Source: an optimization exercise on an open RTL-to-GDS flow (aim: small area, a short achievable clock period and few clock cycles per item). Production flows keep margins and buffers that such runs may drop. Only simulation tests tie the RTL to the original design; equivalence was not proved. Power and IR drop assume default switching activity.

==> design/flow/config.mk <==
export PLATFORM = sky130hd
export DESIGN_NAME = positional_insert_remove_array
export DESIGN_NICKNAME = positional_insert_remove_array
export VERILOG_FILES = /design/flow/design.v
export SDC_FILE = /design/flow/constraint.sdc
export NUM_CORES = 4
export LEC_CHECK = 0
export CAP_MARGIN = 20
export CORE_MARGIN = 2
export CORE_UTILIZATION = 40
export SETUP_SLACK_MARGIN = 3.4
export SLEW_MARGIN = 20
==> design/flow/constraint.sdc <==
create_clock -name core_clock -period 6.5 [get_ports {aclk}]
set_input_delay 1.3000 -clock core_clock [delete_from_list [all_inputs] [get_ports {aclk}]]
set_output_delay 1.3000 -clock core_clock [all_outputs]
set_load 0.01 [all_outputs]
==> design/flow/design.v <==
`default_nettype none
package pira_pkg;
    localparam int MODE_W  = 3;
    localparam int POS_W   = 7;
    localparam int WORD_W  = 32;
    localparam int STAT_W  = 2;
    localparam int COUNT_W = 7;
    localparam logic [MODE_W-1:0] MODE_INSERT = 3'd0;
    localparam logic [MODE_W-1:0] MODE_PUSH   = 3'd1;
    localparam logic [MODE_W-1:0] MODE_REMOVE = 3'd2;
    localparam logic [MODE_W-1:0] MODE_POP    = 3'd3;
    localparam logic [MODE_W-1:0] MODE_LOOKUP = 3'd4;
    localparam logic [STAT_W-1:0] STAT_OK    = 2'd0;
    localparam logic [STAT_W-1:0] STAT_RANGE = 2'd1;
    localparam logic [STAT_W-1:0] STAT_UNDER = 2'd2;
    localparam logic [STAT_W-1:0] STAT_FULL  = 2'd3;
    typedef enum logic [3:0] {
        ST_IDLE  = 4'b0001,
        ST_SHIFT = 4'b0010,
        ST_FILL  = 4'b0100,
        ST_DONE  = 4'b1000
    } state_t;
endpackage
`default_nettype wire
`default_nettype none
module positional_insert_remove_array #(
    parameter int CAPACITY = 64
) (
    input  wire logic                                aclk,
    input  wire logic                                aresetn,
    input  wire logic                                s_valid,
    output logic                                     s_ready,
    input  wire logic [pira_pkg::MODE_W-1:0]         s_mode,
    input  wire logic [pira_pkg::POS_W-1:0]          s_position,
    input  wire logic signed [pira_pkg::WORD_W-1:0]  s_item_value,
    output logic                                     m_valid,
    input  wire logic                                m_ready,
    output logic signed [pira_pkg::WORD_W-1:0]       m_read_value,
    output logic [pira_pkg::STAT_W-1:0]              m_status,
    output logic [pira_pkg::COUNT_W-1:0]             m_element_count
);
    localparam int W      = pira_pkg::WORD_W;
    localparam int CNT_W  = pira_pkg::COUNT_W;
    localparam int SL_W   = $clog2(CAPACITY);
    localparam int RES_W  = W + pira_pkg::STAT_W + CNT_W;
    logic s_ready_reg;
    logic                        x1_v, x1_ins, x1_rem, x1_rd;
    logic [CAPACITY-1:0]         x1_rsel;   
    logic [pira_pkg::STAT_W-1:0] x1_stat;
    logic [CNT_W-1:0]            x1_cnt;    
    logic [W-1:0]                x1_val;
    logic [CAPACITY-1:0]         x1_a;      
    logic [CAPACITY-1:0]         x1_b;      
    logic [CNT_W-1:0]            cnt;       
    logic [CAPACITY-1:0][SL_W-1:0] idx;
    logic [CAPACITY-1:0]           a_lo, b_hi, a_eq, b_eq;
    logic [SL_W-1:0]               slot;
    assign a_lo = {x1_a[CAPACITY-2:0], 1'b0};    
    assign b_hi = {1'b0, x1_b[CAPACITY-1:1]};    
    assign a_eq = x1_a & ~a_lo;                  
    assign b_eq = x1_b & ~b_hi;                  
    always_comb begin
        slot = '0;
        for (int i = 0; i < CAPACITY; i++)
            slot = slot | ({SL_W{x1_rsel[i]}} & idx[i]);
    end
    for (genvar i = 0; i < CAPACITY; i++) begin : g_idx
        logic up, dn, nw;
        logic [SL_W-1:0] lower, upper;
        assign lower = (i == 0) ? idx[i] : idx[(i + CAPACITY - 1) % CAPACITY];
        assign upper = (i == CAPACITY - 1) ? idx[i] : idx[(i + 1) % CAPACITY];
        assign up = x1_ins && a_lo[i] && x1_b[i];
        assign dn = x1_rem && x1_a[i] && b_hi[i];
        assign nw = (x1_ins && a_eq[i]) || (x1_rem && b_eq[i]);
        always_ff @(posedge aclk) begin
            if (!aresetn)  idx[i] <= SL_W'(i);
            else if (up)   idx[i] <= lower;
            else if (dn)   idx[i] <= upper;
            else if (nw)   idx[i] <= slot;
        end
    end
    logic                        x2_v, x2_we, x2_rd;
    logic [pira_pkg::STAT_W-1:0] x2_stat;
    logic [CNT_W-1:0]            x2_cnt;
    logic [W-1:0]                x2_val;
    logic [CAPACITY-1:0]         x2_slot;   
    always_ff @(posedge aclk) begin
        if (!aresetn) begin
            x2_v  <= 1'b0;
            x2_we <= 1'b0;
            x2_rd <= 1'b0;
        end else begin
            x2_v  <= x1_v;
            x2_we <= x1_ins;
            x2_rd <= x1_rd;
        end
        x2_stat <= x1_stat;
        x2_cnt  <= x1_cnt;
        x2_val  <= x1_val;
        for (int s = 0; s < CAPACITY; s++)
            x2_slot[s] <= (slot == SL_W'(s));
    end
    logic [CAPACITY-1:0][W-1:0] mem;
    logic [W-1:0]               r_word;
    for (genvar s = 0; s < CAPACITY; s++) begin : g_mem
        always_ff @(posedge aclk) begin
            if (x2_we && x2_slot[s]) mem[s] <= x2_val;
        end
    end
    always_comb begin
        r_word = '0;
        for (int s = 0; s < CAPACITY; s++)
            r_word = r_word | ({W{x2_rd && x2_slot[s]}} & mem[s]);
    end
    logic       acc;
    logic       m_ins, m_push, m_rem, m_pop, m_look;
    logic       pos_le, pos_lt, full_n, empty_n;
    logic       d_ins, d_rem, d_rd;
    logic [pira_pkg::STAT_W-1:0] d_stat;
    logic [CNT_W-1:0]            d_cnt;
    logic [CAPACITY-1:0]         d_a, d_b, d_rsel;
    assign acc     = s_valid && s_ready_reg;
    assign m_ins   = (s_mode == pira_pkg::MODE_INSERT);
    assign m_push  = (s_mode == pira_pkg::MODE_PUSH);
    assign m_rem   = (s_mode == pira_pkg::MODE_REMOVE);
    assign m_pop   = (s_mode == pira_pkg::MODE_POP);
    assign m_look  = (s_mode == pira_pkg::MODE_LOOKUP);
    assign pos_le  = (s_position <= cnt);
    assign pos_lt  = (s_position < cnt);
    assign full_n  = cnt[CNT_W-1];
    assign empty_n = (cnt == '0);
    assign d_ins   = acc && ((m_ins && pos_le) || m_push) && !full_n;
    assign d_rem   = acc && ((m_rem && pos_lt) || (m_pop && !empty_n));
    assign d_rd    = d_rem || (acc && m_look && pos_lt);
    assign d_cnt   = d_ins ? (cnt + CNT_W'(1)) : d_rem ? (cnt - CNT_W'(1)) : cnt;
    always_comb begin
        d_stat = pira_pkg::STAT_OK;
        if ((m_ins && !pos_le) || ((m_rem || m_look) && !pos_lt))
            d_stat = pira_pkg::STAT_RANGE;
        else if ((m_ins || m_push) && full_n)
            d_stat = pira_pkg::STAT_FULL;
        else if (m_pop && empty_n)
            d_stat = pira_pkg::STAT_UNDER;
    end
    always_comb begin
        for (int i = 0; i < CAPACITY; i++) begin
            if (m_push)
                d_a[i] = (cnt <= CNT_W'(i));
            else if (m_pop)
                d_a[i] = (cnt <= CNT_W'(i + 1));
            else
                d_a[i] = (s_position <= CNT_W'(i));
            if (m_ins || m_push)
                d_b[i] = (CNT_W'(i) <= cnt);
            else
                d_b[i] = (CNT_W'(i + 1) <= cnt);
            if (m_ins || m_push)
                d_rsel[i] = (cnt == CNT_W'(i));
            else if (m_pop)
                d_rsel[i] = (cnt == CNT_W'(i + 1));
            else
                d_rsel[i] = (s_position == CNT_W'(i));
        end
    end
    always_ff @(posedge aclk) begin
        if (!aresetn) begin
            cnt    <= '0;
            x1_v   <= 1'b0;
            x1_ins <= 1'b0;
            x1_rem <= 1'b0;
            x1_rd  <= 1'b0;
        end else begin
            if (acc) cnt <= d_cnt;
            x1_v   <= acc;
            x1_ins <= d_ins;
            x1_rem <= d_rem;
            x1_rd  <= d_rd;
        end
        x1_rsel  <= d_rsel;
        x1_stat  <= d_stat;
        x1_cnt   <= d_cnt;
        x1_val   <= s_item_value;
        x1_a     <= d_a;
        x1_b     <= d_b;
    end
    localparam int QD = 4;
    logic [2:0]                 qn;           
    logic [QD-1:0][RES_W-1:0]   q;
    logic                       mv;
    logic [RES_W-1:0]           res;
    logic                       pop_q, push_q;
    logic [2:0]                 qn_next, inflight;
    assign res      = {r_word, x2_stat, x2_cnt};
    assign pop_q    = mv && m_ready;
    assign push_q   = x2_v;
    assign qn_next  = qn - {2'b0, pop_q} + {2'b0, push_q};
    assign inflight = qn_next + {2'b0, x1_v} + {2'b0, acc};
    always_ff @(posedge aclk) begin
        if (!aresetn) begin
            qn          <= '0;
            mv          <= 1'b0;
            s_ready_reg <= 1'b1;
        end else begin
            qn          <= qn_next;
            mv          <= (qn_next != '0);
            s_ready_reg <= (inflight < 3'(QD));
        end
        for (int k = 0; k < QD; k++) begin
            if (pop_q) begin
                if (qn == 3'(k + 1)) q[k] <= res;
                else if (k < QD - 1) q[k] <= q[(k + 1) % QD];
            end else if (qn == 3'(k)) begin
                q[k] <= res;
            end
        end
    end
    assign s_ready         = s_ready_reg;
    assign m_valid         = mv;
    assign m_read_value    = q[0][RES_W-1 -: W];
    assign m_status        = q[0][CNT_W +: pira_pkg::STAT_W];
    assign m_element_count = q[0][CNT_W-1:0];
endmodule
`default_nettype wire
==> design/flow/run.sh <==
#!/bin/bash
# synth_recipe.tcl (not shown) runs the flow's synth.tcl, then flattens the netlist and writes it again
# the make line also repeats each setting of config.mk as NAME=value (left out here)
make -C /OpenROAD-flow-scripts/flow DESIGN_CONFIG=/design/flow/config.mk WORK_HOME=/design/flow/orfs CLKGATE_MAP_FILE= SYNTH_SCRIPT=/design/flow/synth_recipe.tcl finish
==> impl_metrics.yaml, run 1 <==
synth:
  synth_top_family_by_area: "compound AO/OA/AOI/OAI gates"
  synth_nets: 9032
  synth-seq-cells: 2953
  synth-async-reset-ratio_pct: 0
  syn_inst: 8970
  syn_avg_cell_area_um2: 13.0
  synth_cell_types: 77
  syn-cell-area_um2: 116000
  synth-xor-area-share_pct: 0.0677
  ys_warn_count: 1
  synth_seq_area_share_pct: 69.1
  synth-simple-area-share_pct: 8.08
  synth_compound_area_share_pct: 18.6
  synthMuxAreaShare_pct: 1.26
  synthAdderAreaFrac_pct: 0.178
  synth_edf_count: 2130
  synth-main-ff-cell: "edfxtp_1"
die:
  chipWidth_um: 543
  start_util_pct: 40.1
  die_y_um: 543
  rows: 198
  coreArea_um2: 290000
  io_pins: 89
  die_area_um2: 295000
finish:
  top_register: "mem"
  syn_to_final_growth_pct: 16.0
  reg_top3: "mem: 2048 flops, idx: 384 flops, q: 164 flops"
  drive_gt1_share_pct: 13.0
  final_common_cell: "edfxtp_1"
  fillers: 25700
  nets: 9228
  final_cell_mix: "edfxtp_1, nand2_1, dfxtp_1"
  largest_reg_flops: 2048
detailed_routing:
  route.detailed.drc: 0
  wire_per_inst_um: 43.0
  vias: 93800
  vias_per_cell: 7.01
  ant_nets: 0
  routed_wl_um: 575000
  drt_iter0_drc: 18000
  first_pass_iters: 8
sta:
  fmax_ghz: 0.306
  tns_ns: 0
  slew_headroom_pct: 13.5
  drv_slew: 0
  clock_skew_ns: 0.131
  post-route-period-util_pct: 50.3
  worstMarginPinSlew_ns: 1.30
  setup_violations: 0
  grt_setup_unrepaired: "yes"
  period_needed_ns: 3.27
  hold_violations: 0
setup_path:
  critical_path_buf_inv_count: 2
  crit_chain: "buf_4, and2_2, buf_4"
  crit_required_ns: 7.08
  cpMaxStageDelayCell: "and2_2"
  path_class: "reg -> reg"
  cp_max_fo: 20
  cp-start-kind: "register"
  slowest_delay_ns: 1.06
  crit_family: "simple AND/OR/NAND/NOR gates"
  worstSetupEndpointType: "register"
  cpMostUsedCell: "buf_4"
  crit_arrival_ns: 3.86
clocking:
  cts_root_buffer: "clkbuf_16"
  cts_tree: "built"
  h-tree-depth: 5
  hold_buffers: 0
  cts.path.max_buffers: 4
  cts_made_buffers: 320
  clkSinkCount: 2953
  clk-insertion-delay-late_ns: 1.02
  cts.clk_slew.worst_paths_ns: 0.06
power:
  vdd_drop_max_v: 0.000233
  leakagePower_uw: 0.0455
  p_per_area_nw_per_um2: 323
  total_power_uw: 43600
global_routing:
  antenna_found_initial: 52
  grt_max_degree: 176
  grt_pass1_wl_um: 759000
  grt_util_all_layers_pct: 37.8
  grt_pass1_vias: 84700
  grt-ovfl-total: 0
outcome:
  status: "timing/DRC/antenna clean"
place:
  gp_congestion: 1.05
  io_buffer_count: 88
  dp.final_hpwl_um: 365000
run:
  drv_cap: 0
min_path:
  hold_class: "reg -> reg"
-- path summary, 6_finish.rpt --
path / startpoint / end / slack, ns / cells after the start
max: x2_slot[32] / mem[1034] / 3.23 / 3
min: x1_val[28] / x2_val[28] / 0.32 / 0
max reg2reg: x2_slot[32] / mem[1034] / 3.23 / 3
min reg2reg: x1_val[28] / x2_val[28] / 0.32 / 0
-- routing by layer --
| layer | GRT usage (%) | up-vias | share of wire (%) |
|---|---|---|---|
| li1 | - | 36200 | - |
| met3 | 12.9 | 2097 | 15 |
| met4 | 22.7 | 30 | 7.5 |
| met2 | 53.8 | 8643 | 41 |
| met5 | 0 | - | 0.033 |
| met1 | 49.5 | 46900 | 36 |
-- power breakdown --
group	internal (µW)	switching [µW]	total, µW
registers	20900	937	21800
logic	1080	2280	3360
clock network	10500	7950	18400
total	32400	11200	43600
-- cells by family after synthesis --
family                   count (synthesis)
AND/OR/NAND/NOR                       2061
buffers and inverters                  792
flip-flops                            2953
AO/OA/AOI/OAI                         3000
XOR/XNOR                                 9
adder cells (fa/ha/maj)                 16
multiplexers                           139
-- synth_stat cells (65+ instances only) --
library cell / instances / area (µm²)
edfxtp_1: 2130 / 64000
nand2_1: 936 / 3510
dfxtp_1: 823 / 16500
a22oi_1: 581 / 4360
o21ai_0: 521 / 2610
clkbuf_1: 420 / 1580
a21oi_1: 414 / 2070
a22o_1: 394 / 3450
a221oi_1: 359 / 3140
nand3_1: 313 / 1570
nor2_1: 300 / 1130
inv_1: 219 / 822
o221ai_1: 202 / 1770
nand4_1: 164 / 1030
o211ai_1: 140 / 1050
and2_1: 120 / 751
buf_1: 100 / 375
mux2i_1: 79 / 791
nor3_1: 65 / 325
o22ai_1: 65 / 407
-- cell type report --
type	instances	area (µm²)	share of cell area, %
tap	3900	4880	3.61
clock buffer	421	8790	6.51
clock inverter	165	1640	1.21
timing repair buffer	440	4170	3.09
multi-input combinational	5230	33800	25.1
sequential	2953	80700	59.8
antenna	49	123	0.0908
inverter	221	862	0.639
-- repair_timing --
action                     4_1_cts  5_1_grt
pin swaps                       24       19
hold endpoints to repair         0        0
buffers inserted                40       17
resized for setup              259       96
setup endpoints to repair      777      299
cloned                           6        2
-- metrics by stage --
| step | util (%) | hold WS [ns] | worst slack [ns] | instance area (µm²) | cells |
|---|---|---|---|---|---|
| after floorplan | - | 0.310 | 3.23 | 116000 | 8970 |
| after global placement | 42.3 | 0.310 | 1.71 | 123000 | 12700 |
| after detailed placement | 42.3 | 0.312 | 1.74 | 123000 | 12700 |
| after CTS | 46.3 | 0.326 | 3.29 | 134000 | 13300 |
| after global routing | 46.5 | 0.330 | 3.37 | 135000 | 13300 |
| final | 46.5 | 0.323 | 3.23 | 135000 | 13400 |
Testbench counts, summed over its fixed seeds: cycles 12,024, items 12,000.
==> run 2, diff against run 1 <==
--- a/design/flow/config.mk
+++ b/design/flow/config.mk
@@ -7,6 +7,7 @@
 export LEC_CHECK = 0
 export CAP_MARGIN = 20
 export CORE_MARGIN = 2
-export CORE_UTILIZATION = 40
+export CORE_UTILIZATION = 35
+export PLACE_DENSITY = 0.5
 export SETUP_SLACK_MARGIN = 3.4
 export SLEW_MARGIN = 20
==> run 2 against run 1 <==
Critical path depth up 6. Via count fell by 0.39%. Non-clock buffer count is 16 lower. Maximum frequency about the same. Utilization shrank 5.4 points. Design area increased by 0.69%. Worst setup slack about the same. Power grew 1.2%. Critical path type unchanged. Highest routed layer unchanged.
==> impl_metrics.yaml, run 2 <==
outcome:
  status: "timing/DRC/antenna clean"
die:
  start_util_pct: 35.2
  die_area_um2: 337000
  rows: 211
  chipWidth_um: 581
  coreArea_um2: 331000
  io_pins: 89
  die_y_um: 581
clocking:
  hold_buffers: 0
  h-tree-depth: 5
  cts_made_buffers: 332
  cts.path.max_buffers: 4
  clkSinkCount: 2953
  cts_root_buffer: "clkbuf_16"
  cts_tree: "built"
  clk-insertion-delay-late_ns: 0.99
  cts.clk_slew.worst_paths_ns: 0.06
sta:
  clock_skew_ns: 0.0925
  slew_headroom_pct: 14.2
  hold_violations: 0
  period_needed_ns: 3.27
  grt_setup_unrepaired: "yes"
  post-route-period-util_pct: 50.3
  tns_ns: 0
  worstMarginPinSlew_ns: 1.29
  drv_slew: 0
  fmax_ghz: 0.306
  setup_violations: 0
finish:
  top_register: "mem"
  fillers: 30700
  largest_reg_flops: 2048
  regArea_um2: 80700
  final_cell_mix: "edfxtp_1, nand2_1, dfxtp_1"
  multi_input_area_um2: 33900
  nets: 9224
  fin_cells: 13900
  reg_top3: "mem: 2048 flops, idx: 384 flops, q: 164 flops"
  final_common_cell: "edfxtp_1"
  syn_to_final_growth_pct: 16.8
  drive_gt1_share_pct: 13.2
  fin_util_pct: 41.1
global_routing:
  grt_pass1_wl_um: 796000
  grt_pass1_vias: 84200
  grt_util_all_layers_pct: 34.9
  grt_max_degree: 120
  antenna_found_initial: 47
  grt-ovfl-total: 0
setup_path:
  path_class: "reg -> reg"
  crit_chain: "buf_12, inv_1, buf_4, nand3_1, nor2_2, nand2_1, o21ai_0, nor2_1, a21oi_1"
  crit_arrival_ns: 4.02
  crit_required_ns: 7.25
  cp-start-kind: "register"
  crit_start: "cnt[4]"
  cpMaxStageDelayCell: "nand3_1"
  cp_max_fo: 14
  r2r-start: "cnt[4]"
  slowest_delay_ns: 0.53
  worstSetupEndpointType: "register"
synth:
  yosysTopAreaCellShare_pct: 55.0
  synth_most_common_cell: "edfxtp_1"
  synth_seq_area_share_pct: 69.1
  synth_area_leaders: "edfxtp_1, dfxtp_1, a22oi_1"
  synth_edf_count: 2130
  synth_cell_types: 77
  syn-cell-area_um2: 116000
  syn_inst: 8970
  synth-main-ff-cell: "edfxtp_1"
  synth_nets: 9032
  synth-seq-cells: 2953
  synthTopCellsByCount: "edfxtp_1, nand2_1, dfxtp_1, a22oi_1, o21ai_0"
  ys_warn_count: 1
  synth-async-reset-ratio_pct: 0
  syn_avg_cell_area_um2: 13.0
  synth_top_area_cell: "edfxtp_1"
power:
  total_power_uw: 44100
  vdd_drop_max_v: 0.000200
  leakagePower_uw: 0.0457
  p_per_area_nw_per_um2: 324
detailed_routing:
  vias_per_cell: 6.74
  ant_nets: 0
  first_pass_iters: 9
  vias: 93500
  route.detailed.drc: 0
  routed_wl_um: 612000
  drt_iter0_drc: 17000
  wire_per_inst_um: 44.1
place:
  dp.final_hpwl_um: 380000
  io_buffer_count: 88
  placed_cells: 13100
  gp_congestion: 1.02
min_path:
  holdCritStartpoint: "x1_val[30]"
  hold_class: "reg -> reg"
run:
  drv_cap: 0
-- run 2: cell types whose count changed in the layout (fill, tap and decap cells not counted), moves of 7 or more --
cell,delta
buf_4,-12
buf_6,-8
inv_6,+14
clkbuf_16,+17
nor2_2,+7
and2_2,-53
dfxtp_1,-11
dfxtp_4,+7
clkinv_1,-7
clkbuf_1,+17
and2_4,+52
-- run 2: timing repair --
item	in CTS	in global routing
gates cloned	6	5
resized for setup	249	97
endpoints found under the setup margin	843	213
pin swaps	23	13
setup buffers	54	11
-- run 2: critical path, delay by kind of cell (launching register included) --
family	cells	cell delay, ns
compound gates	2	0.79
buf+inv	3	0.58
flops	1	0.38
simple gates	4	1.29
-- run 2: cell type report --
| type | instances | area share, % |
|---|---|---|
| Multi-Input combinational cell | 5230 | 24.9 |
| Tap cell | 4366 | 4.02 |
| Timing Repair Buffer | 424 | 3.04 |
| Sequential cell | 2953 | 59.4 |
| Inverter | 221 | 0.632 |
| Clock buffer | 456 | 6.80 |
| Clock inverter | 158 | 1.11 |
| Antenna cell | 50 | 0.0920 |
-- run 2: path summary, 6_finish.rpt --
path	endpoint	cells after the start	slack [ns]
setup / recovery	x1_rsel[38]	9	3.23
hold / removal	x2_val[30]	0	0.32
setup reg to reg	x1_rsel[38]	9	3.23
hold reg to reg	x2_val[30]	0	0.32
-- run 2: per-stage QoR --
stage / hold WS [ns] / worst slack (ns) / area (µm²)
6_report: 0.321 / 3.23 / 136000
5_1_grt: 0.329 / 3.32 / 136000
4_1_cts: 0.324 / 3.33 / 135000
3_5_place_dp: 0.313 / 2.06 / 123000
3_3_place_gp: 0.310 / 2.06 / 123000
2_1_floorplan: 0.310 / 3.23 / 116000
-- run 2: kinds of logic (layout without fill, tap and decap cells) --
logic type      Yosys count  count (layout)  synth area share (%)
compound gates         3000            3000                  18.6
xor+xnor                  9               9                0.0677
fa+ha+maj                16              16                 0.178
buf+inv                 792            1259                  2.73
flops                  2953            2953                  69.1
mux                     139             139                  1.26
other cells               0              50                     0
simple gates           2061            2066                  8.08
-- run 2: routing by layer --
metal,wire length [µm],vias to the layer above,share of wire [%],GRT usage (%)
met1,240000,48000,39,48.1
met2,257000,7726,42,50.9
met3,81300,1580,13,9.77
li1,-,36200,-,-
met4,33700,14,5.5,15.3
met5,92,-,0.015,0
-- run 2: power breakdown --
part | leakage [µW] | internal (µW) | switching, µW
Clock | 0.00527 | 10900 | 8100
Combinational | 0.0144 | 1070 | 2200
Sequential | 0.0261 | 20900 | 969
Total | 0.0457 | 32800 | 11300

## what the ideal ports hide
No port has a modelled driver above. Below, the same layouts with a new extraction and two added sets of constraints. Step 1 assumes that a clkbuf_16 drives the clock port and a buf_2 every other input. Step 2 adds t to the input delays and takes it off the output delays; t is the mean of the earliest and latest rising clock arrival at the registers after step 1. Input paths then give back, and output paths get back, about the clock's delay inside the block. Slacks: no drivers / after step 1 / after step 2; pairs: no drivers / after step 1.
run	t (ns)	slack for setup (ns)	clock arrival spread, ns	pins driven straight from the clock port
run 1	1.059	3.227 / 3.227 / 2.339	0.132 / 0.133	1
run 2	1.043	3.228 / 3.228 / 2.492	0.098 / 0.099	1
After both steps setup and hold are still met in every run listed. The setup slack of run 1, which loses most, moves by 0.000 ns with the drivers and by -0.888 ns with both steps.
